Context: an optimization exercise on an open-source flow, tuned for small area and a short achievable clock period. The choices shown serve that exercise and are no tape-out recipe. The RTL was checked by simulation tests, not by an equivalence proof against the original design. Power and IR drop assume default switching activity.

==> design.v <==
package stream_bridge_pkg;
  localparam int APB_ADDR_W = 8;
  localparam int APB_DATA_W = 32;
  localparam int WIDE_W   = 32;
  localparam int NARROW_W = 8;
  localparam int OPEN_DELAY = 3;
  localparam int OPEN_RD32_BIT = 0;
  localparam int OPEN_RD8_BIT  = 1;
  localparam int OPEN_WR32_BIT = 2;
  localparam int OPEN_WR8_BIT  = 3;
  typedef enum logic [APB_ADDR_W-1:0] {
    REG_OPEN_CTRL = 8'h00,  
    REG_STATUS    = 8'h04,  
    REG_RD32      = 8'h08,  
    REG_RD8       = 8'h0C,
    REG_WR32      = 8'h10,  
    REG_WR8       = 8'h14
  } reg_addr_e;
endpackage
`timescale 1ns/1ps
module stream_fifo #(
  parameter int WIDTH = 32,
  parameter int DEPTH = 16,
  parameter int PTR_W = 4
) (
  input  logic             ap_clk,
  input  logic             wr_en,
  input  logic [PTR_W-1:0] wr_ptr,
  input  logic [WIDTH-1:0] wr_data,
  input  logic [DEPTH-1:0] rd_sel,
  output logic [WIDTH-1:0] rd_data
);
  logic [WIDTH-1:0] mem [DEPTH];
  always_ff @(posedge ap_clk)
  begin
    for (int i = 0; i < DEPTH; i++)
      if (wr_en && wr_ptr == PTR_W'(i))
        mem[i] <= wr_data;
  end
  always_comb
  begin
    rd_data = '0;
    for (int i = 0; i < DEPTH; i++)
      rd_data = rd_data | (mem[i] & {WIDTH{rd_sel[i]}});
  end
endmodule
`timescale 1ns/1ps
import stream_bridge_pkg::*;
module to_host_channel
#(
  parameter int WIDTH = 32,
  parameter int DEPTH = 16
) (
  input  logic             ap_clk,
  input  logic             rst_n,
  input  logic             open_ctrl,
  input  logic             open_nx,     
  input  logic [WIDTH-1:0] in_data,
  input  logic             in_valid,
  output logic             in_ready,
  input  logic             pop,         
  output logic [WIDTH-1:0] pf_data,     
  output logic             pf_ne,       
  output logic             open
);
  logic [3:0]            wr_ptr;
  logic [15:0]           rd_sel;        
  logic [4:0]            count, count_nx;
  logic                  ready_q, ne_q, full_q, one_q, last_q;
  logic                  do_push, do_pop;
  logic                  ne_nx, full_nx;
  logic [WIDTH-1:0]      rd_data;
  logic [OPEN_DELAY-1:0] open_pipe;
  assign in_ready = ready_q;
  assign do_push  = in_valid && ready_q;
  assign do_pop   = pop && ne_q;
  stream_fifo #(.WIDTH(WIDTH), .DEPTH(16), .PTR_W(4)) u_mem (
    .ap_clk, .wr_en(!full_q), .wr_ptr, .wr_data(in_data), .rd_sel, .rd_data
  );
  assign ne_nx   = open_ctrl && (do_push || (ne_q && !(one_q && do_pop)));
  assign full_nx = open_ctrl && ((full_q && !do_pop) || (last_q && do_push && !do_pop));
  always_ff @(posedge ap_clk)
  begin
    if (!rst_n || !open_ctrl)
    begin
      wr_ptr <= '0;
      rd_sel <= 16'd1;
    end
    else
    begin
      if (do_push) wr_ptr <= wr_ptr + 1'b1;
      if (do_pop)  rd_sel <= {rd_sel[14:0], rd_sel[15]};
    end
  end
  always_ff @(posedge ap_clk)
  begin
    if (!rst_n)
    begin
      ne_q    <= 1'b0;
      full_q  <= 1'b0;
      ready_q <= 1'b0;
    end
    else
    begin
      ne_q    <= ne_nx;
      full_q  <= full_nx;
      ready_q <= open_nx && !full_nx;
    end
  end
  always_comb
  begin
    count_nx = count;
    if (!open_ctrl)
      count_nx = '0;
    else if (do_push && !do_pop)
      count_nx = count + 1'b1;
    else if (!do_push && do_pop)
      count_nx = count - 1'b1;
  end
  always_ff @(posedge ap_clk)
  begin
    if (!rst_n)
    begin
      count  <= '0;
      one_q  <= 1'b0;
      last_q <= 1'b0;
    end
    else
    begin
      count  <= count_nx;
      one_q  <= (count_nx == 5'd1);
      last_q <= (count_nx == 5'd15);
    end
  end
  assign pf_ne   = open_ctrl && (ne_q || in_valid);
  assign pf_data = !open_ctrl ? '0 : ne_q ? rd_data : (in_valid ? in_data : '0);
  always_ff @(posedge ap_clk)
  begin
    if (!rst_n)
      open_pipe <= '0;
    else
      open_pipe <= {open_pipe[OPEN_DELAY-2:0], open_ctrl};
  end
  assign open = open_pipe[OPEN_DELAY-1];
endmodule
`timescale 1ns/1ps
import stream_bridge_pkg::*;
module from_host_channel
#(
  parameter int WIDTH = 32,
  parameter int DEPTH = 16
) (
  input  logic             ap_clk,
  input  logic             rst_n,
  input  logic             open_ctrl,
  input  logic             push,        
  input  logic [WIDTH-1:0] push_data,
  output logic             pf_full,     
  output logic [WIDTH-1:0] out_data,
  output logic             out_valid,
  input  logic             out_ready,
  output logic             open
);
  logic [3:0]            wr_ptr;
  logic [14:0]           rd_sel;        
  logic [4:0]            count, count_nx;
  logic                  valid_q, full_q, one_q, last_q;
  logic                  do_push, do_pop, ring_push, ring_pop, head_in, head_pop, head_hold;
  logic                  valid_nx, full_nx;
  logic [WIDTH-1:0]      head, ring_data;
  logic [OPEN_DELAY-1:0] open_pipe;
  function automatic logic [3:0] ring_next(input logic [3:0] p);
    ring_next = (p == 4'd14) ? 4'd0 : p + 1'b1;
  endfunction
  assign out_valid = valid_q;
  assign out_data  = head;
  assign pf_full   = !open_ctrl || (full_q && !out_ready);
  assign do_push   = push && open_ctrl && !full_q;
  assign do_pop    = valid_q && out_ready;
  assign ring_pop  = do_pop && valid_q && !one_q;
  assign ring_push = do_push && valid_q && !(one_q && do_pop);
  assign head_in   = !valid_q || (one_q && do_pop);
  stream_fifo #(.WIDTH(WIDTH), .DEPTH(15), .PTR_W(4)) u_mem (
    .ap_clk, .wr_en(!full_q), .wr_ptr, .wr_data(push_data), .rd_sel, .rd_data(ring_data)
  );
  assign valid_nx = open_ctrl && (do_push || (valid_q && !(one_q && do_pop)));
  assign full_nx  = open_ctrl && ((full_q && !do_pop) || (last_q && do_push && !do_pop));
  always_ff @(posedge ap_clk)
  begin
    if (!rst_n || !open_ctrl)
    begin
      wr_ptr <= '0;
      rd_sel <= 15'd1;
    end
    else
    begin
      if (ring_push) wr_ptr <= ring_next(wr_ptr);
      if (ring_pop)  rd_sel <= {rd_sel[13:0], rd_sel[14]};
    end
  end
  always_ff @(posedge ap_clk)
  begin
    if (!rst_n)
    begin
      valid_q <= 1'b0;
      full_q  <= 1'b0;
    end
    else
    begin
      valid_q <= valid_nx;
      full_q  <= full_nx;
    end
  end
  always_comb
  begin
    count_nx = count;
    if (!open_ctrl)
      count_nx = '0;
    else if (do_push && !do_pop)
      count_nx = count + 1'b1;
    else if (!do_push && do_pop)
      count_nx = count - 1'b1;
  end
  always_ff @(posedge ap_clk)
  begin
    if (!rst_n)
    begin
      count  <= '0;
      one_q  <= 1'b0;
      last_q <= 1'b0;
    end
    else
    begin
      count  <= count_nx;
      one_q  <= (count_nx == 5'd1);
      last_q <= (count_nx == 5'd15);
    end
  end
  assign head_pop  = !head_in && do_pop;
  assign head_hold = !head_in && !do_pop;
  always_ff @(posedge ap_clk)
    head <= ({WIDTH{head_in}} & push_data) | ({WIDTH{head_pop}} & ring_data)
          | ({WIDTH{head_hold}} & head);
  always_ff @(posedge ap_clk)
  begin
    if (!rst_n)
      open_pipe <= '0;
    else
      open_pipe <= {open_pipe[OPEN_DELAY-2:0], open_ctrl};
  end
  assign open = open_pipe[OPEN_DELAY-1];
endmodule
`timescale 1ns/1ps
import stream_bridge_pkg::*;
module apb_host_regs
(
  input  logic                  ap_clk,
  input  logic                  rst_n,
  input  logic                  psel,
  input  logic                  penable,
  input  logic                  pwrite,
  input  logic [stream_bridge_pkg::APB_ADDR_W-1:0] paddr,
  input  logic [stream_bridge_pkg::APB_DATA_W-1:0] pwdata,
  output logic [stream_bridge_pkg::APB_DATA_W-1:0] prdata,
  output logic                  pready,
  output logic                  pslverr,
  output logic [3:0]            open_ctrl,
  output logic [3:0]            open_nx,
  input  logic [stream_bridge_pkg::WIDE_W-1:0]     rd32_pf_data,
  input  logic [stream_bridge_pkg::NARROW_W-1:0]   rd8_pf_data,
  input  logic                  rd32_pf_ne,
  input  logic                  rd8_pf_ne,
  output logic                  rd32_pop,
  output logic                  rd8_pop,
  input  logic                  wr32_pf_full,
  input  logic                  wr8_pf_full,
  output logic                  wr32_push,
  output logic                  wr8_push
);
  logic                  apb_access;
  logic                  sel_ctrl, sel_status, sel_rd32, sel_rd8, sel_wr32, sel_wr8;
  logic [7:0]            status_nx;
  logic [APB_DATA_W-1:0] prdata_nx;
  logic                  pslverr_nx;
  assign apb_access = psel && penable;
  assign pready     = 1'b1;           
  assign sel_ctrl   = (paddr == REG_OPEN_CTRL);
  assign sel_status = (paddr == REG_STATUS);
  assign sel_rd32   = (paddr == REG_RD32);
  assign sel_rd8    = (paddr == REG_RD8);
  assign sel_wr32   = (paddr == REG_WR32);
  assign sel_wr8    = (paddr == REG_WR8);
  logic q_ctrl_wr, q_rd32, q_rd8, q_wr32, q_wr8;
  always_ff @(posedge ap_clk)
  begin
    q_ctrl_wr <= pwrite && sel_ctrl;
    q_rd32    <= !pwrite && sel_rd32;
    q_rd8     <= !pwrite && sel_rd8;
    q_wr32    <= pwrite && sel_wr32;
    q_wr8     <= pwrite && sel_wr8;
  end
  assign rd32_pop  = apb_access && q_rd32;
  assign rd8_pop   = apb_access && q_rd8;
  assign wr32_push = apb_access && q_wr32;
  assign wr8_push  = apb_access && q_wr8;
  assign open_nx = !rst_n ? 4'b0 : (apb_access && q_ctrl_wr) ? pwdata[3:0] : open_ctrl;
  always_ff @(posedge ap_clk)
    open_ctrl <= open_nx;
  assign status_nx = {wr8_pf_full, wr32_pf_full, rd8_pf_ne, rd32_pf_ne, open_ctrl};
  always_comb
  begin
    prdata_nx = '0;
    if (sel_ctrl)   prdata_nx = APB_DATA_W'(open_ctrl);
    if (sel_status) prdata_nx = APB_DATA_W'(status_nx);
    if (sel_rd32)   prdata_nx = APB_DATA_W'(rd32_pf_data);
    if (sel_rd8)    prdata_nx = APB_DATA_W'(rd8_pf_data);
  end
  always_comb
  begin
    case (paddr)
      REG_OPEN_CTRL: pslverr_nx = 1'b0;
      REG_STATUS:    pslverr_nx = pwrite;
      REG_RD32:      pslverr_nx = !pwrite && !rd32_pf_ne;
      REG_RD8:       pslverr_nx = !pwrite && !rd8_pf_ne;
      REG_WR32:      pslverr_nx = pwrite && wr32_pf_full;
      REG_WR8:       pslverr_nx = pwrite && wr8_pf_full;
      default:       pslverr_nx = 1'b1;
    endcase
  end
  always_ff @(posedge ap_clk)
  begin
    prdata  <= prdata_nx;
    pslverr <= pslverr_nx;
  end
endmodule
`timescale 1ns/1ps
import stream_bridge_pkg::*;
module stream_bridge_top
#(
  parameter int DEPTH = 16
) (
  input  logic                  ap_clk,
  input  logic                  rst_n,
  input  logic                  psel,
  input  logic                  penable,
  input  logic                  pwrite,
  input  logic [stream_bridge_pkg::APB_ADDR_W-1:0] paddr,
  input  logic [stream_bridge_pkg::APB_DATA_W-1:0] pwdata,
  output logic [stream_bridge_pkg::APB_DATA_W-1:0] prdata,
  output logic                  pready,
  output logic                  pslverr,
  input  logic [stream_bridge_pkg::WIDE_W-1:0]     read_32_data,
  input  logic                  read_32_valid,
  output logic                  read_32_ready,
  input  logic [stream_bridge_pkg::NARROW_W-1:0]   read_8_data,
  input  logic                  read_8_valid,
  output logic                  read_8_ready,
  output logic [stream_bridge_pkg::WIDE_W-1:0]     write_32_data,
  output logic                  write_32_valid,
  input  logic                  write_32_ready,
  output logic [stream_bridge_pkg::NARROW_W-1:0]   write_8_data,
  output logic                  write_8_valid,
  input  logic                  write_8_ready,
  output logic                  to_host_read_32_open,
  output logic                  to_host_read_8_open,
  output logic                  from_host_write_32_open,
  output logic                  from_host_write_8_open
);
  logic [3:0]          open_ctrl, open_nx;
  logic [WIDE_W-1:0]   rd32_pf_data;
  logic [NARROW_W-1:0] rd8_pf_data;
  logic                rd32_pf_ne, rd8_pf_ne;
  logic                rd32_pop, rd8_pop;
  logic                wr32_pf_full, wr8_pf_full;
  logic                wr32_push, wr8_push;
  apb_host_regs u_regs (
    .ap_clk, .rst_n, .psel, .penable, .pwrite, .paddr, .pwdata, .prdata, .pready, .pslverr,
    .open_ctrl, .open_nx, .rd32_pf_data, .rd8_pf_data, .rd32_pf_ne, .rd8_pf_ne,
    .rd32_pop, .rd8_pop, .wr32_pf_full, .wr8_pf_full, .wr32_push, .wr8_push
  );
  to_host_channel #(.WIDTH(WIDE_W), .DEPTH(DEPTH)) u_read_32 (
    .ap_clk, .rst_n,
    .open_ctrl (open_ctrl[OPEN_RD32_BIT]),
    .open_nx   (open_nx[OPEN_RD32_BIT]),
    .in_data   (read_32_data),
    .in_valid  (read_32_valid),
    .in_ready  (read_32_ready),
    .pop       (rd32_pop),
    .pf_data   (rd32_pf_data),
    .pf_ne     (rd32_pf_ne),
    .open      (to_host_read_32_open)
  );
  to_host_channel #(.WIDTH(NARROW_W), .DEPTH(DEPTH)) u_read_8 (
    .ap_clk, .rst_n,
    .open_ctrl (open_ctrl[OPEN_RD8_BIT]),
    .open_nx   (open_nx[OPEN_RD8_BIT]),
    .in_data   (read_8_data),
    .in_valid  (read_8_valid),
    .in_ready  (read_8_ready),
    .pop       (rd8_pop),
    .pf_data   (rd8_pf_data),
    .pf_ne     (rd8_pf_ne),
    .open      (to_host_read_8_open)
  );
  from_host_channel #(.WIDTH(WIDE_W), .DEPTH(DEPTH)) u_write_32 (
    .ap_clk, .rst_n,
    .open_ctrl (open_ctrl[OPEN_WR32_BIT]),
    .push      (wr32_push),
    .push_data (pwdata[WIDE_W-1:0]),
    .pf_full   (wr32_pf_full),
    .out_data  (write_32_data),
    .out_valid (write_32_valid),
    .out_ready (write_32_ready),
    .open      (from_host_write_32_open)
  );
  from_host_channel #(.WIDTH(NARROW_W), .DEPTH(DEPTH)) u_write_8 (
    .ap_clk, .rst_n,
    .open_ctrl (open_ctrl[OPEN_WR8_BIT]),
    .push      (wr8_push),
    .push_data (pwdata[NARROW_W-1:0]),
    .pf_full   (wr8_pf_full),
    .out_data  (write_8_data),
    .out_valid (write_8_valid),
    .out_ready (write_8_ready),
    .open      (from_host_write_8_open)
  );
endmodule
==> flow/run.sh <==
#!/bin/bash
# The standard layout (standard.sh), with the port buffers inserted before
# global placement made as plain buffers (buf_2) instead of ORFS's default
# pick, a delay cell that timing repair can only swap for other delay cells.
export BUFFER_PORTS_ARGS="-buffer_cell sky130_fd_sc_hd__buf_2"
bash standard.sh > standard.log 2>&1
==> standard.sh <==
#!/bin/bash
# synth_recipe.tcl (not shown) runs the flow's synth.tcl, then flattens the netlist and writes it again
# the make line also repeats each setting of config.mk as NAME=value (left out here)
make -C /OpenROAD-flow-scripts/flow DESIGN_CONFIG=/design/flow/config.mk WORK_HOME=/design/flow/orfs CLKGATE_MAP_FILE= SYNTH_SCRIPT=/design/flow/synth_recipe.tcl "${@:-finish}"
==> config.mk <==
export PLATFORM = sky130hd
export DESIGN_NAME = stream_bridge_top
export DESIGN_NICKNAME = stream_bridge_top
export VERILOG_FILES = /design/flow/design.v
export SDC_FILE = /design/flow/constraint.sdc
export NUM_CORES = 4
export LEC_CHECK = 0
export CAP_MARGIN = 20
export CORE_MARGIN = 2
export CORE_UTILIZATION = 72
export SETUP_SLACK_MARGIN = 2.1
export SLEW_MARGIN = 20
==> constraint.sdc <==
create_clock -name core_clock -period 4.0 [get_ports {ap_clk}]
set_input_delay 0.8000 -clock core_clock [delete_from_list [all_inputs] [get_ports {ap_clk}]]
set_output_delay 0.8000 -clock core_clock [all_outputs]
set_load 0.01 [all_outputs]
==> notes.md, run 1 <==
- Part of the cycle the worst path needs: 51.0%
- Layout cells sized above 1: 21.1%
- Top cells by area, synth: edfxtp_1, dfxtp_1, a22oi_1
- Horiz. Die Dim: 274 µm
- Hold endpoint: u_regs.q_rd8
- Syn_nets: 3,300
- Synth Area in XOR/XNOR: 0.276%
- Worst slew pin tran: 1.06 ns
- Vias post-DR: 33,200
- CP Launch Type: flip-flop
- Largest delay share family, worst path: flip-flops
- Place WS: 1.25 ns
- Post-synthesis mux area share: 0.373%
- Largest family of logic cells by synthesized area: compound AO/OA/AOI/OAI gates
- Status: finished clean
- Routed Wire Length: 145,000 µm
- H-tree depth: 4
- Max incr delay on CP: 0.39 ns
- Logic pwr share: 1.5%
- #FFs+latches synth: 1,450
- Peak Freq: 490 MHz
- GR Overflow Total: 0
- Synth Area in Compound Gates: 12.5%
- Sw Ratio: 19.8%
- Clk pwr share: 43.0%
- Seq pwr share: 55.4%
- Dpl cells: 4,174
- Wirelength per Cell: 32.0 µm
- Post-synth ARST share: 0%
- Top cells by count, synth: edfxtp_1, a22oi_1, dfxtp_1
- CORE AREA: 0.0727 mm²
- Peak VDD IR: 641 µV
- EDFF count, synth: 1,240
- DR iter-0 viols: 5,462
- TritonCTS clock tree: built
- Unrepaired setup endpoints after global routing: yes
- Final hold viol count: 0
- Setup CP Type: flip-flop to output pin
- Power Dens Cells: 486 mW/mm²
- Clock Sinks: 1,450
- Post-CTS Hold Buffers: 0
- PortBufs: 169
- Max-Cap Viols: 0
- Register Area: 0.0417 mm²
- CP max FO: 1
- Cell Rows: 99
- Synth cell types: 71
- Worst hold start: pwrite
- Crit path max-delay cell type: dfxtp_4
- Cell area after synthesis: 0.0526 mm²
- Detail Route Antenna Nets: 0
- Synth warnings: 13
- R2r startpoint: u_write_32.rd_sel[14]
- Final Power: 29.7 mW
- Main flop type after synthesis: edfxtp_1
- Post-synth top area share: 70.7%
- Int Power: 23.8 mW
- Area Growth Syn to Fin: 15.9%
- Setup crit end kind: output pin
- Final net count: 3,535
- Largest net degree at the start of global routing: 63
- Clk buf depth: 3
- # setup viols final: 0
- Critical path data required time: 3.20 ns
- Worst-path cell chain: buf_6
- Worst path bufs/invs: 1
- Worst Reg-to-Reg Cells: 6
- # DRC: 0
- WP data arrival: 1.24 ns
- Cells after Synth: 3,195
- Placer Congestion: 0.863
- Top-count cell post-synth: edfxtp_1
- Sw Pwr: 5.89 mW
- Fill count: 3,353
- Final Critical Period: 2.04 ns
- Wire length of the first global-routing pass: 206,000 µm
- Fin worst setup slack: 1.96 ns
- Cell taking the most area after synthesis: edfxtp_1
- First-pass DRT Iterations: 6
- GRT Overall Usage: 37.9%
- Slew headroom: 28.7%
- Die Height: 274 µm
- Clk root buf: clkbuf_16
- Final Non-Filler Cells: 4,515
- # IOs: 171
- Clk pin slew, worst setup/hold paths: 0.06 ns
- Cells on Worst Hold Path: 2
- Initial antenna violation count: 10
- Fin Hold WS: 0.316 ns
- R2R Setup Slk: 2.07 ns
- Post-Syn Area per Cell: 16.5 µm²
- Setup TNS: 0 ns
- Post-Synth Adder-Cell Area: 0.380%
- Fin. max-slew vios: 0
- Total CTS buffers: 139
- Post-Route Skew: 0.0357 ns
- Worst hold path class: input pin to flip-flop
- DIE AREA: 0.0753 mm²
- Leakage power: 19.3 nW
- Hpwl dp: 72,500 µm
- Clk Latency, worst-skew pair: 0.75 ns
- Vias in the first global route: 32,200
- Vias per cell: 7.35
- Multi-input gate area: 0.0108 mm²
- Initial Utilization: 72.4%
- Simple-gate share of the synthesized area: 5.78%
- Register area share after synthesis: 78.7%
- Worst r2r dst: u_write_32.head[19]
-- worst max path at each step --
stage | start | endpoint | cells past startpoint
after CTS | u_regs.prdata[27] | prdata[27] | 1
after global routing | u_regs.prdata[27] | prdata[27] | 1
after global placement | psel | u_read_8.last_q | 6
after detailed placement | psel | u_read_8.last_q | 6
final | u_regs.prdata[27] | prdata[27] | 1
after floorplan | u_write_32.full_q | u_write_32.u_mem.mem[0][0] | 3
-- kinds of logic (layout without fill, tap and decap cells) --
logic type | count (synthesis) | count (layout)
AOI/OAI and AO/OA | 838 | 838
xor gates and xnor gates | 15 | 15
adders and majority gates | 16 | 16
buffers and inverters | 252 | 600
DFF | 1450 | 1450
muxes | 19 | 19
other | 1 | 9
and+or+nand+nor | 604 | 609
-- flip-flops by register name, indices dropped and copies added (netlist names), 4 cells and up --
register              cells
u_read_32.count           5
u_read_32.rd_sel         16
u_read_32.u_mem.mem     512
u_read_32.wr_ptr          4
u_read_8.count            5
u_read_8.rd_sel          16
u_read_8.u_mem.mem      128
u_read_8.wr_ptr           4
u_regs.open_ctrl          4
u_regs.prdata            32
u_write_32.count          5
u_write_32.head          32
u_write_32.rd_sel        15
u_write_32.u_mem.mem    480
u_write_32.wr_ptr         4
u_write_8.count           5
u_write_8.head            8
u_write_8.rd_sel         15
u_write_8.u_mem.mem     120
u_write_8.wr_ptr          4
-- stage by stage --
stage	utilization [%]	area [µm²]
after floorplan	-	53100
after global placement	75.3	54800
after detailed placement	75.4	54800
after CTS	83.3	60600
after global routing	83.9	61000
final	83.9	61000
-- power by group through the flow --
stage	Combinational (mW)	Sequential (mW)	Clock, mW
floorplan	0.109	16.8	0
global placement	0.375	16.8	0
detailed placement	0.396	16.8	0
CTS	0.439	16.5	12.8
global route	0.488	16.5	13.4
finish	0.454	16.5	12.8
-- routing by layer --
layer / up-vias / track usage [%] / part of all wire (%)
li1: 13500 / - / -
met1: 16500 / 49.9 / 33
met2: 2746 / 61.8 / 49
met4: 8 / 17.1 / 4.5
met5: - / 0 / 0.035
met3: 446 / 8.07 / 13
-- cell usage in the layout (no fill, tap or decap), types with 12 or more instances in the layout --
cell / n
clkinv_2: 19
a21oi_1: 104
mux2i_1: 12
a31oi_1: 46
buf_12: 12
nor2_2: 21
inv_1: 21
nand2_1: 199
nor3_1: 35
nand3_1: 43
a222oi_1: 72
a311oi_1: 16
buf_2: 96
a22o_1: 129
dfxtp_2: 70
edfxtp_1: 1240
nand4_1: 57
dfxtp_1: 98
and3_1: 47
clkbuf_1: 44
a22oi_1: 238
and2_1: 22
buf_4: 101
a221o_1: 40
a221oi_1: 123
o21ai_0: 12
clkbuf_8: 15
nand2b_1: 16
dfxtp_4: 42
nor2_1: 52
clkinv_1: 17
ha_1: 12
buf_6: 101
nor2_4: 27
clkbuf_16: 145
-- layout make-up --
cell class | instances | share of cell area [%]
sequential | 1450 | 68.3
multi-input combinational | 1498 | 17.7
clock buffer | 201 | 6.45
timing repair buffer | 318 | 4.52
tap | 959 | 1.97
clock inverter | 58 | 0.867
inverter | 23 | 0.150
antenna | 8 | 0.0328
-- worst register-to-register path: stages, from the launching register on --
cell      delay [ns]
dfxtp_4         0.42
buf_8           0.18
buf_4           0.23
a222oi_1        0.35
and3_1          0.23
a31oi_1         0.11
a221o_1         0.31
-- repair_timing --
item | 4_1_cts | 5_1_grt
hold endpoints to repair | 0 | 0
setup endpoints to repair | 1091 | 590
pin swaps | 14 | 6
resized for setup | 238 | 69
setup buffers | 53 | 14
gates cloned | 5 | 2
==> run 2, diff against run 1 <==
==> flow/run.sh (replaced) <==
#!/bin/bash
# The standard layout (standard.sh) with two changes:
# - port buffers inserted before global placement are plain buffers (buf_2)
#   instead of ORFS's default pick, a delay cell that timing repair can only
#   swap for other delay cells;
# - clock tree leaf (sink cluster) buffers are clkbuf_8; the root and the
#   upper levels stay clkbuf_16.
export BUFFER_PORTS_ARGS="-buffer_cell sky130_fd_sc_hd__buf_2"
export CTS_ARGS="-sink_clustering_enable -repair_clock_nets -root_buf sky130_fd_sc_hd__clkbuf_16 -buf_list sky130_fd_sc_hd__clkbuf_16 -sink_clustering_buffer sky130_fd_sc_hd__clkbuf_8"
bash standard.sh > standard.log 2>&1
--- a/config.mk
+++ b/config.mk
@@ -9,3 +9,3 @@
 export CORE_MARGIN = 2
-export CORE_UTILIZATION = 72
+export CORE_UTILIZATION = 60
 export SETUP_SLACK_MARGIN = 2.1
==> run 2 against run 1 <==
Worst setup slack better by 0.0051 ns. Total power is 4.0% lower. Largest cell class unchanged. Still clean. Highest routed layer unchanged. Fmax is 0.25% higher. Sequential share of layout area is 0.37 points lower. Critical path depth stayed put.
==> notes.md, run 2 <==
- CP max FO: 2 (was 1)
- Leakage power: 19.8 nW (was 19.3 nW)
- Clk Latency, worst-skew pair: 0.74 ns (was 0.75 ns)
- WP depth: 1 (unchanged)
- Routed Wire Length: 145,000 µm (about the same)
- Wirelength per Cell: 29.8 µm (was 32.0 µm)
- Post-CTS Hold Buffers: 0 (unchanged)
- Largest net degree at the start of global routing: 63 (unchanged)
- Unrepaired setup endpoints after global routing: yes (unchanged)
- CP Launch Type: flip-flop (unchanged)
- Detail Route Antenna Nets: 0 (unchanged)
- Core Util, Final: 70.6% (was 83.9%)
- Die Height: 300 µm (was 274 µm)
- DR iter-0 viols: 4,006 (was 5,462)
- Status: finished clean (unchanged)
- #FFs+latches synth: 1,450 (unchanged)
- Vias post-DR: 32,400 (was 33,200)
- Setup crit end kind: output pin (unchanged)
- WP data arrival: 1.24 ns (about the same)
- Register area share after synthesis: 78.7% (unchanged)
- Peak VDD IR: 434 µV (was 641 µV)
- Cell taking the most area after synthesis: edfxtp_1 (unchanged)
- Clk root buf: clkbuf_16 (unchanged)
- R2r startpoint: u_read_8.wr_ptr[1] (was u_write_32.rd_sel[14])
- Critical path data required time: 3.20 ns (about the same)
- Layout cells sized above 1: 22.8% (was 21.1%)
- Post-synth ARST share: 0% (unchanged)
- Initial antenna violation count: 6 (was 10)
- Worst-path cell chain: buf_6 (unchanged)
- Horiz. Die Dim: 300 µm (was 274 µm)
- Cells on Worst Hold Path: 2 (unchanged)
- R2R Setup Slk: 2.04 ns (was 2.07 ns)
- Commonest non-fill, non-tap cell in the layout: edfxtp_1 (unchanged)
- Final Non-Filler Cells: 4,868 (was 4,515)
- TritonCTS clock tree: built (unchanged)
- H-tree depth: 4 (unchanged)
- Power Dens Cells: 464 mW/mm² (was 486 mW/mm²)
- Clock Sinks: 1,450 (unchanged)
- Placer Congestion: 0.850 (was 0.863)
- Max-Cap Viols: 0 (unchanged)
- Max reg flops: 512 (unchanged)
- Slew headroom: 36.0% (was 28.7%)
- PortBufs: 169 (unchanged)
- Biggest regs: u_read_32.u_mem.mem x512, u_write_32.u_mem.mem x480, u_read_8.u_mem.mem x128 (unchanged)
- Dpl cells: 4,362 (was 4,174)
- Post-synth top area share: 70.7% (unchanged)
- Worst r2r dst: u_read_8.u_mem.mem[15][6] (was u_write_32.head[19])
- DIE AREA: 0.0901 mm² (was 0.0753 mm²)
- Clk pin slew, worst setup/hold paths: 0.06 ns (about the same)
- Setup TNS: 0 ns (unchanged)
- Worst path bufs/invs: 1 (unchanged)
- Vias in the first global route: 32,200 (about the same)
- Wire length of the first global-routing pass: 209,000 µm (was 206,000 µm)
- CORE AREA: 0.0869 mm² (was 0.0727 mm²)
- Cells after Synth: 3,195 (unchanged)
- Final Critical Period: 2.04 ns (about the same)
- Initial Utilization: 60.6% (was 72.4%)
- GRT Overall Usage: 31.9% (was 37.9%)
- Worst hold path class: input pin to flip-flop (unchanged)
- Syn_nets: 3,300 (unchanged)
- Crit path launch: u_write_32.head[26] (was u_regs.prdata[27])
- Cell area after synthesis: 0.0526 mm² (unchanged)
- Fin. max-slew vios: 0 (unchanged)
- Most frequent cells in the layout: edfxtp_1, a22oi_1, clkbuf_8, nand2_1, a22o_1 (was edfxtp_1, a22oi_1, nand2_1, clkbuf_16, a22o_1)
- Clk buf depth: 3 (unchanged)
- # DRC: 0 (unchanged)
- First-pass DRT Iterations: 6 (unchanged)
- EDFF count, synth: 1,240 (unchanged)
- Crit path max-delay cell type: dfxtp_4 (unchanged)
- Total CTS buffers: 218 (was 139)
- Part of the cycle the worst path needs: 50.9% (was 51.0%)
- Peak Freq: 491 MHz (was 490 MHz)
- Top cells by count, synth: edfxtp_1, a22oi_1, dfxtp_1 (unchanged)
- Setup CP Type: flip-flop to output pin (unchanged)
- Synth cell types: 71 (unchanged)
- Worst Reg-to-Reg Cells: 3 (was 6)
- Vias per cell: 6.66 (was 7.35)
- Area Growth Syn to Fin: 16.6% (was 15.9%)
- Top cells by area, synth: edfxtp_1, dfxtp_1, a22oi_1 (unchanged)
- Final hold viol count: 0 (unchanged)
- Top-count cell post-synth: edfxtp_1 (unchanged)
- Post-Route Skew: 0.0335 ns (was 0.0357 ns)
- Largest delay share family, worst path: flip-flops (unchanged)
- GR Overflow Total: 0 (unchanged)
- # setup viols final: 0 (unchanged)
- Fill count: 5,702 (was 3,353)
- Post-Syn Area per Cell: 16.5 µm² (unchanged)
- Hpwl dp: 75,300 µm (was 72,500 µm)
- Worst setup path end: write_32_data[26] (was prdata[27])
- Main flop type after synthesis: edfxtp_1 (unchanged)
- Worst slew pin tran: 0.956 ns (was 1.06 ns)
- Max incr delay on CP: 0.39 ns (about the same)
- Largest reg by FF count: u_read_32.u_mem.mem (unchanged)
- Final net count: 3,630 (was 3,535)
- Cell Rows: 108 (was 99)
- Synth warnings: 13 (unchanged)
- # IOs: 171 (unchanged)
[run 2: changes by cell type in the layout (fill, tap and decap cells not counted), moves of 42 or more]
cell       previous run  this run
clkbuf_8             15       202
inv_1                21        95
clkbuf_1             44         0
clkbuf_16           145        20
clkinv_1             17        59
[run 2: layer usage]
layer | routed length (µm) | track usage (%) | vias up
met4 | 5430 | 12.7 | 4
met2 | 70600 | 52.2 | 1901
met3 | 13600 | 5.39 | 369
li1 | - | - | 13800
met1 | 55600 | 43.2 | 16400
met5 | 28 | 0 | -
[run 2: kinds of logic after synthesis]
logic type	after synthesis	synth area share [%]
and+or+nand+nor	604	5.78
buffers and inverters	252	1.94
AOI/OAI and AO/OA	838	12.5
other	1	0.00712
adders and majority gates	16	0.380
muxes	19	0.373
xor gates and xnor gates	15	0.276
DFF	1450	78.7
[run 2: worst min-delay path by stage]
stage / startpoint / end / slack, ns
finish: paddr[0] / u_regs.q_wr32 / 0.34
global route: pwrite / u_regs.q_rd32 / 0.33
CTS: paddr[1] / u_regs.q_wr32 / 0.29
detailed placement: u_write_32.open_pipe[0] / u_write_32.open_pipe[1] / 0.42
global placement: u_write_8.open_pipe[1] / u_write_8.open_pipe[2] / 0.42
floorplan: u_read_32.open_pipe[0] / u_read_32.open_pipe[1] / 0.41
[run 2: layout make-up]
cell class / instances / area (µm²) / share of cell area, %
diodes: 4 / 10.0 / 0.0163
clock buffers: 221 / 3270 / 5.32
clock inverters: 183 / 926 / 1.51
inverters: 23 / 95.1 / 0.155
multi-input cells: 1498 / 10900 / 17.8
flip-flops and latches: 1450 / 41700 / 67.9
well taps: 1155 / 1450 / 2.35
repair buffers: 334 / 3010 / 4.91
[run 2: where the power goes]
| group | internal (mW) | total (mW) | switching [mW] | leakage (nW) |
|---|---|---|---|---|
| sequential | 16.4 | 16.5 | 0.0342 | 13.0 |
| clock | 6.05 | 11.6 | 5.55 | 2.45 |
| combinational | 0.155 | 0.450 | 0.295 | 4.29 |
[run 2: stage by stage]
| stage | hold WS [ns] | area [µm²] | worst slack [ns] | power (mW) |
|---|---|---|---|---|
| 2_1_floorplan | 0.412 | 53100 | 1.83 | 16.9 |
| 3_3_place_gp | 0.418 | 55100 | 1.23 | 17.2 |
| 3_5_place_dp | 0.422 | 55100 | 1.19 | 17.2 |
| 4_1_cts | 0.292 | 60800 | 1.91 | 28.6 |
| 5_1_grt | 0.330 | 61400 | 1.94 | 29.3 |
| 6_report | 0.342 | 61400 | 1.96 | 28.5 |
[run 2: timing repair]
action / 4_1_cts / 5_1_grt
endpoints found under the setup margin: 1074 / 617
gates resized for setup: 234 / 88
buffers inserted: 66 / 27
pin swaps: 18 / 8
cloned: 5 / 0
==> run 3, diff against run 2 <==
==> flow/run.sh (replaced) <==
#!/bin/bash
# The standard layout (standard.sh) with two changes:
# - port buffers inserted before global placement are plain buffers (buf_2)
#   instead of ORFS's default pick, a delay cell that timing repair can only
#   swap for other delay cells;
# - clock tree sink clusters of up to 24 flip-flops.
export BUFFER_PORTS_ARGS="-buffer_cell sky130_fd_sc_hd__buf_2"
export CTS_ARGS="-sink_clustering_enable -repair_clock_nets -root_buf sky130_fd_sc_hd__clkbuf_16 -buf_list sky130_fd_sc_hd__clkbuf_16 -sink_clustering_buffer sky130_fd_sc_hd__clkbuf_16 -sink_clustering_size 24 -sink_clustering_max_diameter 80"
bash standard.sh > standard.log 2>&1
==> run 3 against run 2 <==
Core utilization decreased by 2.6 points. Count of clock-buffer cells in the layout decreased by 150. Synthesized cell count unchanged. Critical path depth increased by 1. Flip-flop and latch count unchanged. Die area unchanged. Hold slack improved by 0.082 ns. Via count decreased by 2.5%. Combinational power about the same. Worst setup slack improved by 0.027 ns. Sequential share of layout area increased by 2.5 points. Sequential power about the same. Critical endpoint is now u_write_8.u_mem.mem[0][0]. Largest power group unchanged.
==> notes.md, run 3 <==
- DR iter-0 viols: 4,056 (was 4,006)
- Syn_nets: 3,300 (unchanged)
- DIE AREA: 0.0901 mm² (unchanged)
- # setup viols final: 0 (unchanged)
- Part of the cycle the worst path needs: 50.3% (was 50.9%)
- Largest reg by FF count: u_read_32.u_mem.mem (unchanged)
- Top-count cell post-synth: edfxtp_1 (unchanged)
- CP max FO: 10 (was 2)
- Fill count: 5,868 (was 5,702)
- Cell area after layout: 0.0592 mm² (was 0.0614 mm²)
- Final Critical Period: 2.01 ns (was 2.04 ns)
- Unrepaired setup endpoints after global routing: yes (unchanged)
- Most frequent cells in the layout: edfxtp_1, a22oi_1, nand2_1, a22o_1, a221oi_1 (was edfxtp_1, a22oi_1, clkbuf_8, nand2_1, a22o_1)
- H-tree depth: 3 (was 4)
- Max reg flops: 512 (unchanged)
- Wire length of the first global-routing pass: 204,000 µm (was 209,000 µm)
- Hpwl dp: 75,300 µm (unchanged)
- Worst hold path class: input pin to flip-flop (unchanged)
- Vias per cell: 6.89 (was 6.66)
- Cell area after synthesis: 0.0526 mm² (unchanged)
- Cells after Synth: 3,195 (unchanged)
- Grt met3 use: 3.85% (was 5.39%)
- Met2 GRT Util: 51.5% (was 52.2%)
- Gr busiest metal: met2 (unchanged)
- Wirelength per Cell: 31.2 µm (was 29.8 µm)
- Initial Utilization: 60.6% (unchanged)
- Final net count: 3,479 (was 3,630)
- Synth cell types: 71 (unchanged)
- Die Height: 300 µm (unchanged)
- Max incr delay on CP: 0.74 ns (was 0.39 ns)
- GRT Overall Usage: 31.1% (was 31.9%)
- # IOs: 171 (unchanged)
- Post-Route Skew: 0.0211 ns (was 0.0335 ns)
- Routed Wire Length: 143,000 µm (was 145,000 µm)
- CP Launch Type: flip-flop (unchanged)
- Commonest non-fill, non-tap cell in the layout: edfxtp_1 (unchanged)
- Cell Rows: 108 (unchanged)
- Post-synth top area share: 70.7% (unchanged)
- Top cells by area, synth: edfxtp_1, dfxtp_1, a22oi_1 (unchanged)
- Critical path data required time: 4.27 ns (was 3.20 ns)
- EDFF count, synth: 1,240 (unchanged)
- CORE AREA: 0.0869 mm² (unchanged)
- #FFs+latches synth: 1,450 (unchanged)
- First-pass DRT Iterations: 6 (unchanged)
- # DRC: 0 (unchanged)
- Power Dens Cells: 419 mW/mm² (was 464 mW/mm²)
- PortBufs: 169 (unchanged)
- Crit path max-delay cell type: nor3_2 (was dfxtp_4)
- Register area share after synthesis: 78.7% (unchanged)
- Fin. max-slew vios: 0 (unchanged)
- Cell taking the most area after synthesis: edfxtp_1 (unchanged)
- Horiz. Die Dim: 300 µm (unchanged)
- Initial antenna violation count: 8 (was 6)
- GR Overflow Total: 0 (unchanged)
- Peak VDD IR: 395 µV (was 434 µV)
- Clk pin slew, worst setup/hold paths: 0.09 ns (was 0.06 ns)
- Total CTS buffers: 70 (was 218)
- Area Growth Syn to Fin: 12.4% (was 16.6%)
- Main flop type after synthesis: edfxtp_1 (unchanged)
- Placed cell areas: 0.0551 mm² (unchanged)
- Leakage power: 18.5 nW (was 19.8 nW)
- Slew headroom: 35.7% (was 36.0%)
- Status: finished clean (unchanged)
- Final hold viol count: 0 (unchanged)
- Detail Route Antenna Nets: 0 (unchanged)
- Clock Sinks: 1,450 (unchanged)
- Largest net degree at the start of global routing: 63 (unchanged)
- Met1 GRT Util: 43.5% (was 43.2%)
- Peak Freq: 498 MHz (was 491 MHz)
- Post-Syn Area per Cell: 16.5 µm² (unchanged)
- Max-Cap Viols: 0 (unchanged)
- Synth warnings: 13 (unchanged)
- Worst-path cell chain: or3_1, nor3_2 (was buf_6)
- Setup TNS: 0 ns (unchanged)
- Vias in the first global route: 30,600 (was 32,200)
- Top cells by count, synth: edfxtp_1, a22oi_1, dfxtp_1 (unchanged)
- Setup crit end kind: flip-flop (was output pin)
- Post-CTS Hold Buffers: 0 (unchanged)
- Clk buf depth: 3 (unchanged)
- Post-synth ARST share: 0% (unchanged)
- Fin Hold WS: 0.423 ns (was 0.342 ns)
- WP data arrival: 2.28 ns (was 1.24 ns)
- Worst slew pin tran: 0.962 ns (was 0.956 ns)
- Placer Congestion: 0.850 (unchanged)
- Biggest regs: u_read_32.u_mem.mem x512, u_write_32.u_mem.mem x480, u_read_8.u_mem.mem x128 (unchanged)
- Clk root buf: clkbuf_16 (unchanged)
- Vias post-DR: 31,600 (was 32,400)
- Layout cells sized above 1: 19.0% (was 22.8%)
- TritonCTS clock tree: built (unchanged)
- Setup CP Type: flip-flop to flip-flop (was flip-flop to output pin)
- Clk Latency, worst-skew pair: 0.66 ns (was 0.74 ns)
[run 3: cell counts after synthesis]
No cell type changed its count.
[run 3: where the power goes]
group	leakage, nW	internal, mW	switching, mW
Combinational	4.26	0.154	0.294
Sequential	13.0	16.4	0.0339
Clock	1.18	3.35	4.54
Total	18.5	19.9	4.86
[run 3: kinds of logic (layout without fill, tap and decap cells)]
family          count (synthesis)  after routing  share of synthesized area (%)
mux                            19             19                          0.373
buf+inv                       252            481                           1.94
fa+ha+maj                      16             16                          0.380
flops                        1450           1450                           78.7
simple gates                  604            609                           5.78
other cells                     1              6                        0.00712
xor+xnor                       15             15                          0.276
compound gates                838            838                           12.5
[run 3: routing by layer]
metal / share of wire, % / up-vias
met5: 0.024 / -
met4: 3.1 / 6
met3: 8.9 / 261
met2: 49 / 1747
met1: 39 / 16300
li1: - / 13300
[run 3: layout make-up]
class                   count  area (µm²)  area share, %
repair buffers            331        2940           4.96
clock inverters            56         277          0.467
clock buffers              71        1780           3.00
diodes                      5        12.5         0.0211
flip-flops and latches   1450       41700           70.5
inverters                  23        95.1          0.161
well taps                1155        1450           2.44
multi-input cells        1498       10900           18.5
[run 3: critical path: cells and delay by family (launching register included)]
| kind | cells | cell delay, ns |
|---|---|---|
| simple gates | 2 | 1.21 |
| flops | 1 | 0.43 |
[run 3: final timing paths]
check,from,end,slack [ns],depth (start not counted)
hold / removal,paddr[0],u_regs.q_wr32,0.42,2
setup reg to reg,u_write_8.full_q,u_write_8.u_mem.mem[0][0],1.99,2
hold reg to reg,u_write_8.open_pipe[1],u_write_8.open_pipe[2],0.44,1
setup / recovery,u_write_8.full_q,u_write_8.u_mem.mem[0][0],1.99,2
[run 3: stage by stage]
stage	worst slack [ns]	power, mW	util, %	instances
floorplan	1.83	16.9	-	3195
global placement	1.23	17.2	63.4	4362
detailed placement	1.19	17.2	63.4	4362
CTS	1.92	24.8	67.4	4562
global route	1.96	25.4	68.1	4588
finish	1.99	24.8	68.1	4589
[run 3: timing repair]
action,in CTS,in global routing
pin swaps,17,8
buffers inserted,68,22
setup endpoints to repair,1071,642
gates resized for setup,223,83
gates cloned,5,0
==> run 4, diff against run 3 <==
--- a/config.mk
+++ b/config.mk
@@ -9,4 +9,4 @@
 export CORE_MARGIN = 2
-export CORE_UTILIZATION = 60
-export SETUP_SLACK_MARGIN = 2.1
+export CORE_UTILIZATION = 72
+export SETUP_SLACK_MARGIN = 2.2
 export SLEW_MARGIN = 20
==> run 4 against run 3 <==
Clock skew rose by 0.0024 ns. Routed wire length rose by 0.69%. Synthesized cell count did not move. Global-route usage rose by 6.6 points. Synthesized area did not move. First-iteration DRC count rose by 22%. Fmax rose by 1.8%. Still clean on timing, DRC and antenna. Combinational power barely moved. Register-to-register slack improved by 0.04 ns. Final cell count fell by 3.5%. Worst setup slack improved by 0.036 ns. Critical endpoint is now u_read_8.u_mem.mem[1][0]. Design area rose by 0.59%.
==> notes.md, run 4 <==
- #FFs+latches synth: 1,450 (unchanged)
- Clk Latency, worst-skew pair: 0.66 ns (about the same)
- Cell taking the most area after synthesis: edfxtp_1 (unchanged)
- Vias post-DR: 32,700 (was 31,600)
- First-pass DRT Iterations: 8 (was 6)
- Commonest non-fill, non-tap cell in the layout: edfxtp_1 (unchanged)
- Cells on Worst Hold Path: 2 (unchanged)
- CORE AREA: 0.0727 mm² (was 0.0869 mm²)
- Worst r2r dst: u_read_8.u_mem.mem[1][0] (was u_write_8.u_mem.mem[0][0])
- Register area share after synthesis: 78.7% (unchanged)
- GRT Overall Usage: 37.7% (was 31.1%)
- Status: finished clean (unchanged)
- R2r startpoint: u_read_8.wr_ptr[0] (was u_write_8.full_q)
- PortBufs: 169 (unchanged)
- Main flop type after synthesis: edfxtp_1 (unchanged)
- Power Dens Cells: 419 mW/mm² (about the same)
- Post-CTS Hold Buffers: 0 (unchanged)
- Fill count: 3,557 (was 5,868)
- Vias per cell: 7.39 (was 6.89)
- H-tree depth: 3 (unchanged)
- Post-synth top area share: 70.7% (unchanged)
- Final net count: 3,514 (was 3,479)
- Cell Rows: 99 (was 108)
- Clk buf depth: 3 (unchanged)
- Post-Syn Area per Cell: 16.5 µm² (unchanged)
- Largest reg by FF count: u_read_32.u_mem.mem (unchanged)
- # DRC: 0 (unchanged)
- Wirelength per Cell: 32.5 µm (was 31.2 µm)
- Unrepaired setup endpoints after global routing: yes (unchanged)
- Total CTS buffers: 71 (was 70)
- Setup crit end kind: flip-flop (unchanged)
- Most frequent cells in the layout: edfxtp_1, a22oi_1, nand2_1, a22o_1, buf_4 (was edfxtp_1, a22oi_1, nand2_1, a22o_1, a221oi_1)
- TritonCTS clock tree: built (unchanged)
- Peak Freq: 507 MHz (was 498 MHz)
- Wire length of the first global-routing pass: 204,000 µm (about the same)
- Synth cell types: 71 (unchanged)
- Post-Route Skew: 0.0235 ns (was 0.0211 ns)
- Initial Utilization: 72.4% (was 60.6%)
- Max-Cap Viols: 0 (unchanged)
- Final Power: 24.9 mW (was 24.8 mW)
- Routed Wire Length: 144,000 µm (was 143,000 µm)
- Clock Sinks: 1,450 (unchanged)
- Worst slew pin tran: 1.04 ns (was 0.962 ns)
- Layout cells sized above 1: 20.8% (was 19.0%)
- # setup viols final: 0 (unchanged)
- Final hold viol count: 0 (unchanged)
- Worst hold start: pwrite (was paddr[0])
- Fin. max-slew vios: 0 (unchanged)
- Top cells by count, synth: edfxtp_1, a22oi_1, dfxtp_1 (unchanged)
- Horiz. Die Dim: 274 µm (was 300 µm)
- Top-count cell post-synth: edfxtp_1 (unchanged)
- Fin worst setup slack: 2.03 ns (was 1.99 ns)
- Setup TNS: 0 ns (unchanged)
- Die Height: 274 µm (was 300 µm)
- EDFF count, synth: 1,240 (unchanged)
- Biggest regs: u_read_32.u_mem.mem x512, u_write_32.u_mem.mem x480, u_read_8.u_mem.mem x128 (unchanged)
- Peak VDD IR: 547 µV (was 395 µV)
- # IOs: 171 (unchanged)
- Largest net degree at the start of global routing: 55 (was 63)
- Clk root buf: clkbuf_16 (unchanged)
- WP data arrival: 2.24 ns (was 2.28 ns)
- Detail Route Antenna Nets: 0 (unchanged)
- Vias in the first global route: 31,400 (was 30,600)
- CP max FO: 8 (was 10)
- Initial antenna violation count: 7 (was 8)
- Cell area after synthesis: 0.0526 mm² (unchanged)
- Area Growth Syn to Fin: 13.0% (was 12.4%)
- Cells after Synth: 3,195 (unchanged)
- Setup CP Type: flip-flop to flip-flop (unchanged)
- CP Launch Type: flip-flop (unchanged)
- Top cells by area, synth: edfxtp_1, dfxtp_1, a22oi_1 (unchanged)
- Hold endpoint: u_regs.q_rd8 (was u_regs.q_wr32)
- Crit path max-delay cell type: nor3_2 (unchanged)
- Hpwl dp: 74,300 µm (was 75,300 µm)
- Worst-path cell chain: ha_1, nand2b_1, nor3_2 (was or3_1, nor3_2)
- R2R Setup Slk: 2.03 ns (was 1.99 ns)
- Critical path data required time: 4.27 ns (about the same)
- Clk pin slew, worst setup/hold paths: 0.10 ns (was 0.09 ns)
- Synth warnings: 13 (unchanged)
- Final Critical Period: 1.97 ns (was 2.01 ns)
- Syn_nets: 3,300 (unchanged)
- Largest delay share family, worst path: simple AND/OR/NAND/NOR gates (unchanged)
- DIE AREA: 0.0753 mm² (was 0.0901 mm²)
- Worst hold path class: input pin to flip-flop (unchanged)
- GR Overflow Total: 0 (unchanged)
- Part of the cycle the worst path needs: 49.3% (was 50.3%)
- Worst Reg-to-Reg Cells: 3 (was 2)
- DR iter-0 viols: 4,955 (was 4,056)
- Post-synth ARST share: 0% (unchanged)
- Place WS: 1.16 ns (was 1.19 ns)
- Slew headroom: 30.6% (was 35.7%)
- Worst path bufs/invs: 0 (unchanged)
- Max incr delay on CP: 0.81 ns (was 0.74 ns)
- Max reg flops: 512 (unchanged)
- Leakage power: 18.8 nW (was 18.5 nW)
- Placer Congestion: 0.884 (was 0.850)
run 4: area by class of cell:
class / instances / area [µm²] / area share (%)
diodes: 4 / 10.0 / 0.0168
clock buffers: 75 / 1880 / 3.15
clock inverters: 55 / 274 / 0.460
inverters: 23 / 91.3 / 0.153
multi-input cells: 1498 / 11100 / 18.6
flip-flops and latches: 1450 / 41700 / 70.1
well taps: 959 / 1200 / 2.02
repair buffers: 365 / 3290 / 5.53
run 4: cell families (layout without fill, tap and decap cells):
group,Yosys count,after routing,synth area share [%]
compound gates,838,838,12.5
xor+xnor,15,15,0.276
fa+ha+maj,16,16,0.380
buf+inv,252,518,1.94
flops,1450,1450,78.7
mux,19,19,0.373
other cells,1,5,0.00712
simple gates,604,609,5.78
run 4: per-stage QoR:
step / instance area, µm² / util (%) / std cells / hold slack [ns]
final: 59500 / 81.8 / 4429 / 0.412
after global routing: 59500 / 81.8 / 4428 / 0.402
after CTS: 58700 / 80.7 / 4387 / 0.379
after floorplan: 53100 / - / 3195 / 0.412
after detailed placement: 54900 / 75.5 / 4181 / 0.419
after global placement: 54900 / 75.5 / 4181 / 0.417
run 4: worst reg2reg max path: stages, from the launching register on:
cell and delay [ns]:
dfxtp_1 0.45, ha_1 0.18, nand2b_1 0.14, nor3_2 0.81
run 4: timing repair:
action	CTS	global route
pin swaps	20	23
setup buffers	71	36
setup endpoints to repair	1366	595
cloned	5	2
resized for setup	289	123
run 4: worst max-delay path by stage:
stage	start	to	slack, ns	depth (start not counted)
global placement	psel	u_read_8.last_q	1.23	6
CTS	u_regs.prdata[27]	prdata[27]	2.04	1
global route	u_read_8.wr_ptr[0]	u_read_8.u_mem.mem[1][4]	1.92	3
detailed placement	psel	u_read_8.last_q	1.16	6
floorplan	u_write_32.full_q	u_write_32.u_mem.mem[0][0]	1.83	3
finish	u_read_8.wr_ptr[0]	u_read_8.u_mem.mem[1][0]	2.03	3
run 4: layer usage:
layer | up-vias | GRT usage [%] | wire [µm]
met1 | 16200 | 51.3 | 48500
met2 | 2682 | 62.2 | 71100
li1 | 13400 | - | -
met5 | - | 0 | 45
met4 | 8 | 15.4 | 6470
met3 | 429 | 5.74 | 18000
run 4: power by group:
| part | total (mW) | switching, mW | internal [mW] |
|---|---|---|---|
| Clock | 8.03 | 4.51 | 3.52 |
| Sequential | 16.4 | 0.0355 | 16.4 |
| Combinational | 0.451 | 0.297 | 0.154 |
==> run 5, diff against run 4 <==
--- a/config.mk
+++ b/config.mk
@@ -10,3 +10,3 @@
 export CORE_UTILIZATION = 72
-export SETUP_SLACK_MARGIN = 2.2
-export SLEW_MARGIN = 20
+export SETUP_SLACK_MARGIN = 2.3
+export SLEW_MARGIN = 50
==> run 5 against run 4 <==
Still clean. Register-to-register slack better by 0.22 ns. Sequential power about the same. Critical path depth down 2. Synthesized area unchanged. Worst setup slack better by 0.016 ns. Sequential share of layout area down 1.3 points. Via count up 1.3%. Non-clock buffer count up 53. Routed wire length up 2.5%. Final cell count up 1.1%. Flip-flop and latch count unchanged. Critical path type is now flip-flop to output pin. Critical endpoint is now write_32_data[3]. Largest power group unchanged.
==> notes.md, run 5 <==
- Clk root buf: clkbuf_16 (unchanged)
- Slew headroom: 54.6% (was 30.6%)
- Register area share after synthesis: 78.7% (unchanged)
- Area Growth Syn to Fin: 15.5% (was 13.0%)
- Largest reg by FF count: u_read_32.u_mem.mem (unchanged)
- Worst hold path class: input pin to flip-flop (unchanged)
- Final Power: 24.8 mW (was 24.9 mW)
- # setup viols final: 0 (unchanged)
- Biggest regs: u_read_32.u_mem.mem x512, u_write_32.u_mem.mem x480, u_read_8.u_mem.mem x128 (unchanged)
- #FFs+latches synth: 1,450 (unchanged)
- Max reg flops: 512 (unchanged)
- Final net count: 3,564 (was 3,514)
- Layout cells sized above 1: 24.2% (was 20.8%)
- Vias per cell: 7.41 (was 7.39)
- Setup crit end kind: output pin (was flip-flop)
- Cell taking the most area after synthesis: edfxtp_1 (unchanged)
- Post-Route Skew: 0.0281 ns (was 0.0235 ns)
- Syn_nets: 3,300 (unchanged)
- Initial antenna violation count: 10 (was 7)
- Synth warnings: 13 (unchanged)
- Setup TNS: 0 ns (unchanged)
- # IOs: 171 (unchanged)
- Wire length of the first global-routing pass: 203,000 µm (was 204,000 µm)
- Worst slew pin tran: 0.680 ns (was 1.04 ns)
- WP data arrival: 1.16 ns (was 2.24 ns)
- Power Dens Cells: 407 mW/mm² (was 419 mW/mm²)
- GR Overflow Total: 0 (unchanged)
- Post-synth ARST share: 0% (unchanged)
- Total CTS buffers: 71 (unchanged)
- Unrepaired setup endpoints after global routing: yes (unchanged)
- DR iter-0 viols: 5,342 (was 4,955)
- Cells after Synth: 3,195 (unchanged)
- Worst-path cell chain: buf_6 (was ha_1, nand2b_1, nor3_2)
- DIE AREA: 0.0753 mm² (unchanged)
- CORE AREA: 0.0727 mm² (unchanged)
- Placer Congestion: 0.854 (was 0.884)
- Commonest non-fill, non-tap cell in the layout: edfxtp_1 (unchanged)
- Top cells by area, synth: edfxtp_1, dfxtp_1, a22oi_1 (unchanged)
- GRT Overall Usage: 37.3% (was 37.7%)
- Top-count cell post-synth: edfxtp_1 (unchanged)
- PortBufs: 169 (unchanged)
- Critical path data required time: 3.20 ns (was 4.27 ns)
- Initial Utilization: 72.4% (unchanged)
- First-pass DRT Iterations: 8 (unchanged)
- Die Height: 274 µm (unchanged)
- Max-Cap Viols: 0 (unchanged)
- EDFF count, synth: 1,240 (unchanged)
- # DRC: 0 (unchanged)
- Detail Route Antenna Nets: 0 (unchanged)
- Hpwl dp: 72,700 µm (was 74,300 µm)
- Post-synth top area share: 70.7% (unchanged)
- Part of the cycle the worst path needs: 48.9% (was 49.3%)
- Horiz. Die Dim: 274 µm (unchanged)
- Most frequent cells in the layout: edfxtp_1, a22oi_1, nand2_1, buf_4, a22o_1 (was edfxtp_1, a22oi_1, nand2_1, a22o_1, buf_4)
- Max incr delay on CP: 0.38 ns (was 0.81 ns)
- CP max FO: 2 (was 8)
- Peak VDD IR: 510 µV (was 547 µV)
- Vias in the first global route: 31,600 (was 31,400)
- TritonCTS clock tree: built (unchanged)
- CP Launch Type: flip-flop (unchanged)
- Clk buf depth: 3 (unchanged)
- Clock Sinks: 1,450 (unchanged)
- Crit path max-delay cell type: dfxtp_4 (was nor3_2)
- Clk pin slew, worst setup/hold paths: 0.10 ns (about the same)
- Worst path bufs/invs: 1 (was 0)
- Post-CTS Hold Buffers: 0 (unchanged)
- Vias post-DR: 33,200 (was 32,700)
- Cell Rows: 99 (unchanged)
- Peak Freq: 511 MHz (was 507 MHz)
- Clk Latency, worst-skew pair: 0.65 ns (was 0.66 ns)
- Status: finished clean (unchanged)
- Setup CP Type: flip-flop to output pin (was flip-flop to flip-flop)
- Largest net degree at the start of global routing: 63 (was 55)
- H-tree depth: 3 (unchanged)
- Routed Wire Length: 148,000 µm (was 144,000 µm)
- Cell area after synthesis: 0.0526 mm² (unchanged)
- Largest delay share family, worst path: flip-flops (was simple AND/OR/NAND/NOR gates)
- Final Critical Period: 1.96 ns (was 1.97 ns)
- Main flop type after synthesis: edfxtp_1 (unchanged)
- Wirelength per Cell: 33.0 µm (was 32.5 µm)
- Top cells by count, synth: edfxtp_1, a22oi_1, dfxtp_1 (unchanged)
- Leakage power: 19.3 nW (was 18.8 nW)
- Fin. max-slew vios: 0 (unchanged)
- Post-Syn Area per Cell: 16.5 µm² (unchanged)
- Final hold viol count: 0 (unchanged)
- Synth cell types: 71 (unchanged)
## run 5: metal layers
layer	wire, µm	track usage (%)
met4	7250	14.9
met5	103	0.578
met2	71600	61.4
met3	18500	6.45
met1	50100	50.3
## run 5: path summary, 6_finish.rpt
| path | startpoint | to | slack (ns) | depth (start not counted) |
|---|---|---|---|---|
| worst max-delay path | u_write_32.head[3] | write_32_data[3] | 2.04 | 1 |
| worst min register to register | u_read_8.open_pipe[0] | u_read_8.open_pipe[1] | 0.43 | 1 |
| worst max register to register | u_read_8.ne_q | u_read_8.last_q | 2.25 | 6 |
| worst min-delay path | pwrite | u_regs.q_rd32 | 0.39 | 2 |
## run 5: layout make-up
class                      count  area [µm²]
fill                        3411       11900
tap                          959        1200
multi-input combinational   1495       11500
clock buffer                  73        1830
clock inverter                54         260
sequential                  1450       41800
timing repair buffer         418        4130
inverter                      23        96.3
antenna                        5        12.5
## run 5: kinds of logic after synthesis
group                    Yosys count  synth area share [%]
adder cells (fa/ha/maj)           16                 0.380
other                              1               0.00712
XOR/XNOR                          15                 0.276
flip-flops                      1450                  78.7
buffers and inverters            252                  1.94
multiplexers                      19                 0.373
AND/OR/NAND/NOR                  604                  5.78
AO/OA/AOI/OAI                    838                  12.5
## run 5: stage by stage
stage / utilization [%] / std cells / hold slack (ns) / cell area, µm² / worst slack [ns]
2_1_floorplan: - / 3195 / 0.412 / 53100 / 1.83
4_1_cts: 81.5 / 4397 / 0.376 / 59300 / 2.02
5_1_grt: 83.6 / 4475 / 0.376 / 60800 / 2.02
3_3_place_gp: 75.3 / 4169 / 0.416 / 54800 / 1.27
6_report: 83.6 / 4477 / 0.392 / 60800 / 2.04
3_5_place_dp: 75.6 / 4175 / 0.419 / 55000 / 1.33
## run 5: power by group
| part | internal (mW) | leakage [nW] | total [mW] | switching (mW) |
|---|---|---|---|---|
| sequential | 16.4 | 13.0 | 16.4 | 0.0371 |
| clock | 3.38 | 1.19 | 7.89 | 4.51 |
| combinational | 0.160 | 5.03 | 0.459 | 0.299 |
## run 5: what timing repair did
item	CTS	global route
buffers inserted	90	69
gates resized for setup	372	174
gates cloned	5	6
pin swaps	25	46
setup endpoints to repair	1242	810
==> run 6, diff against run 5 <==
--- a/config.mk
+++ b/config.mk
@@ -10,3 +10,3 @@
 export CORE_UTILIZATION = 72
-export SETUP_SLACK_MARGIN = 2.3
+export SETUP_SLACK_MARGIN = 2.2
 export SLEW_MARGIN = 50
==> run 6 against run 5 <==
Still clean on timing, DRC and antenna. Core utilization down 1.8 points. Sequential power about the same. Final cell count down 1.0%. Global-route usage up 0.076 points. Sequential share of layout area up 1.3 points.
==> notes.md, run 6 <==
- Clk root buf: clkbuf_16 (unchanged)
- # DRC: 0 (unchanged)
- Clock Sinks: 1,450 (unchanged)
- CORE AREA: 0.0727 mm² (unchanged)
- Power Dens Cells: 416 mW/mm² (was 407 mW/mm²)
- Vias post-DR: 32,700 (was 33,200)
- GR Overflow Total: 0 (unchanged)
- WP data arrival: 1.16 ns (about the same)
- Max incr delay on CP: 0.40 ns (was 0.38 ns)
- Unrepaired setup endpoints after global routing: yes (unchanged)
- Int Power: 19.9 mW (about the same)
- Slew headroom: 54.4% (was 54.6%)
- Clk pwr share: 31.8% (was 31.9%)
- Hpwl dp: 75,400 µm (was 72,700 µm)
- Post-CTS Hold Buffers: 0 (unchanged)
- Most frequent cells in the layout: edfxtp_1, a22oi_1, nand2_1, a22o_1, buf_4 (was edfxtp_1, a22oi_1, nand2_1, buf_4, a22o_1)
- Setup CP Type: flip-flop to output pin (unchanged)
- CP Launch Type: flip-flop (unchanged)
- Crit path max-delay cell type: dfxtp_4 (unchanged)
- Register area share after synthesis: 78.7% (unchanged)
- PortBufs: 169 (unchanged)
- Clk pin slew, worst setup/hold paths: 0.10 ns (about the same)
- Part of the cycle the worst path needs: 49.0% (was 48.9%)
- Vias per cell: 7.37 (was 7.41)
- Logic pwr share: 1.8% (was 1.9%)
- Biggest regs: u_read_32.u_mem.mem x512, u_write_32.u_mem.mem x480, u_read_8.u_mem.mem x128 (unchanged)
- Clk buf depth: 3 (unchanged)
- Fin worst setup slack: 2.04 ns (about the same)
- Routed Wire Length: 142,000 µm (was 148,000 µm)
- Initial Utilization: 72.4% (unchanged)
- Worst slew pin tran: 0.684 ns (was 0.680 ns)
- Placer Congestion: 0.884 (was 0.854)
- Place WS: 1.43 ns (was 1.33 ns)
- Commonest non-fill, non-tap cell in the layout: edfxtp_1 (unchanged)
- Post-synth top area share: 70.7% (unchanged)
- Final Critical Period: 1.96 ns (about the same)
- Fill count: 3,609 (was 3,411)
- Sw Pwr: 4.85 mW (was 4.84 mW)
- Post-Route Skew: 0.0200 ns (was 0.0281 ns)
- Seq pwr share: 66.4% (was 66.3%)
- Setup TNS: 0 ns (unchanged)
- Setup crit end kind: output pin (unchanged)
- Max-Cap Viols: 0 (unchanged)
- TritonCTS clock tree: built (unchanged)
- First-pass DRT Iterations: 6 (was 8)
- Peak VDD IR: 498 µV (was 510 µV)
- Leakage power: 18.8 nW (was 19.3 nW)
- Syn_nets: 3,300 (unchanged)
- Worst path bufs/invs: 1 (unchanged)
- Worst-path cell chain: buf_6 (unchanged)
- Register Area: 0.0417 mm² (was 0.0418 mm²)
- CP max FO: 1 (was 2)
- Cell area after synthesis: 0.0526 mm² (unchanged)
- Final Power: 24.7 mW (was 24.8 mW)
- Clk Latency, worst-skew pair: 0.65 ns (about the same)
- Final net count: 3,515 (was 3,564)
- DIE AREA: 0.0753 mm² (unchanged)
- Sw Ratio: 19.6% (about the same)
- Top cells by area, synth: edfxtp_1, dfxtp_1, a22oi_1 (unchanged)
- Final hold viol count: 0 (unchanged)
- Peak Freq: 511 MHz (about the same)
- Top cells by count, synth: edfxtp_1, a22oi_1, dfxtp_1 (unchanged)
- Multi-input gate area: 0.0111 mm² (was 0.0115 mm²)
- Status: finished clean (unchanged)
- Wirelength per Cell: 32.0 µm (was 33.0 µm)
- # setup viols final: 0 (unchanged)
- Post-synth ARST share: 0% (unchanged)
- # IOs: 171 (unchanged)
- Largest net degree at the start of global routing: 35 (was 63)
- Horiz. Die Dim: 274 µm (unchanged)
- Cells after Synth: 3,195 (unchanged)
- Max reg flops: 512 (unchanged)
- Largest reg by FF count: u_read_32.u_mem.mem (unchanged)
- Synth cell types: 71 (unchanged)
- Cell Rows: 99 (unchanged)
- Wire length of the first global-routing pass: 203,000 µm (about the same)
- GRT Overall Usage: 37.3% (about the same)
- Critical path data required time: 3.20 ns (about the same)
- Initial antenna violation count: 7 (was 10)
- Die Height: 274 µm (unchanged)
- Synth warnings: 13 (unchanged)
- Post-Syn Area per Cell: 16.5 µm² (unchanged)
- Detail Route Antenna Nets: 0 (unchanged)
- EDFF count, synth: 1,240 (unchanged)
- DR iter-0 viols: 5,303 (was 5,342)
- Area Growth Syn to Fin: 13.1% (was 15.5%)
- Layout cells sized above 1: 21.0% (was 24.2%)
- Total CTS buffers: 70 (was 71)
- Top-count cell post-synth: edfxtp_1 (unchanged)
- Fin. max-slew vios: 0 (unchanged)
- Main flop type after synthesis: edfxtp_1 (unchanged)
- #FFs+latches synth: 1,450 (unchanged)
- Worst hold path class: input pin to flip-flop (unchanged)
- Cell taking the most area after synthesis: edfxtp_1 (unchanged)
- Vias in the first global route: 31,400 (was 31,600)
- Largest delay share family, worst path: flip-flops (unchanged)
- H-tree depth: 3 (unchanged)
==> run 6: stage by stage <==
| step | instances | util [%] | area [µm²] | hold slack [ns] |
|---|---|---|---|---|
| floorplan | 3195 | - | 53100 | 0.412 |
| global placement | 4181 | 75.5 | 54900 | 0.417 |
| detailed placement | 4191 | 75.8 | 55100 | 0.423 |
| CTS | 4380 | 80.7 | 58700 | 0.365 |
| global route | 4427 | 81.8 | 59500 | 0.382 |
| finish | 4431 | 81.9 | 59500 | 0.387 |
==> run 6: cell families after synthesis <==
group                    synth area share (%)
multiplexers                            0.373
adder cells (fa/ha/maj)                 0.380
XOR/XNOR                                0.276
buffers and inverters                    1.94
flip-flops                               78.7
other                                 0.00712
AND/OR/NAND/NOR                          5.78
AO/OA/AOI/OAI                            12.5
==> run 6: layout make-up <==
| class | instances | area share, % |
|---|---|---|
| clock inverter | 56 | 0.446 |
| timing repair buffer | 370 | 5.65 |
| inverter | 23 | 0.158 |
| multi-input combinational | 1495 | 18.6 |
| sequential | 1450 | 70.1 |
| clock buffer | 71 | 2.99 |
| tap | 959 | 2.02 |
| antenna | 7 | 0.0294 |
==> run 6: final timing paths <==
| check | start | endpoint | slack [ns] | depth (start not counted) |
|---|---|---|---|---|
| worst max-delay path | u_regs.prdata[17] | prdata[17] | 2.04 | 1 |
| worst min-delay path | pwrite | u_regs.q_rd32 | 0.39 | 2 |
| worst max register to register | u_read_32.rd_sel[4] | u_regs.prdata[5] | 2.17 | 5 |
| worst min register to register | u_write_8.open_pipe[1] | u_write_8.open_pipe[2] | 0.44 | 1 |
==> run 6: routing by layer <==
metal	routed length, µm	up-vias	GRT usage [%]	share of wire [%]
met4	5710	2	14.7	4.0
met5	16	-	0.257	0.011
met1	48900	16200	50.3	34
met3	17300	410	6.39	12
li1	-	13400	-	-
met2	70000	2619	61.9	49
==> run 6: power groups by stage <==
stage,clock [mW],combinational [mW],sequential (mW)
6_report,7.86,0.453,16.4
3_5_place_dp,0,0.396,16.8
4_1_cts,7.85,0.435,16.4
5_1_grt,8.38,0.489,16.4
2_1_floorplan,0,0.109,16.8
3_3_place_gp,0,0.374,16.8
==> run 6: repair_timing <==
item | 4_1_cts | 5_1_grt
endpoints found under the hold margin | 0 | 0
buffers inserted | 58 | 44
pin swaps | 22 | 19
gates cloned | 4 | 0
endpoints found under the setup margin | 1147 | 585
resized for setup | 255 | 117

## port drivers added, routing unchanged
Ports are ideal in the flow. The routed layouts listed here were re-timed in OpenROAD.
Step 1 assumes that a clkbuf_16 drives the clock port and a buf_2 every other input.
Step 2 moves the port delays by t, midway between the first and last clock arrival at a register: inputs arrive t later, outputs are due t later. That takes back most of the time a late clock gives input paths.
a / b / c = ideal ports / drivers / drivers and shift; a / b = the first two.
run	t, ns	slack for setup (ns)	worst setup path after step 2
run 1	0.806	1.958 / 1.886 / 1.445	input to register
run 2	0.796	1.963 / 1.889 / 1.479	input to register
run 3	0.717	1.990 / 1.973 / 1.521	input to register
run 4	0.720	2.026 / 1.965 / 1.563	input to register
run 5	0.711	2.042 / 1.972 / 1.560	input to register
run 6	0.718	2.041 / 1.969 / 1.574	input to register
After both steps setup and hold are still met in every run listed. For run 1, which loses most, drivers alone change the setup slack by -0.072 ns; drivers and shift together by -0.513 ns.
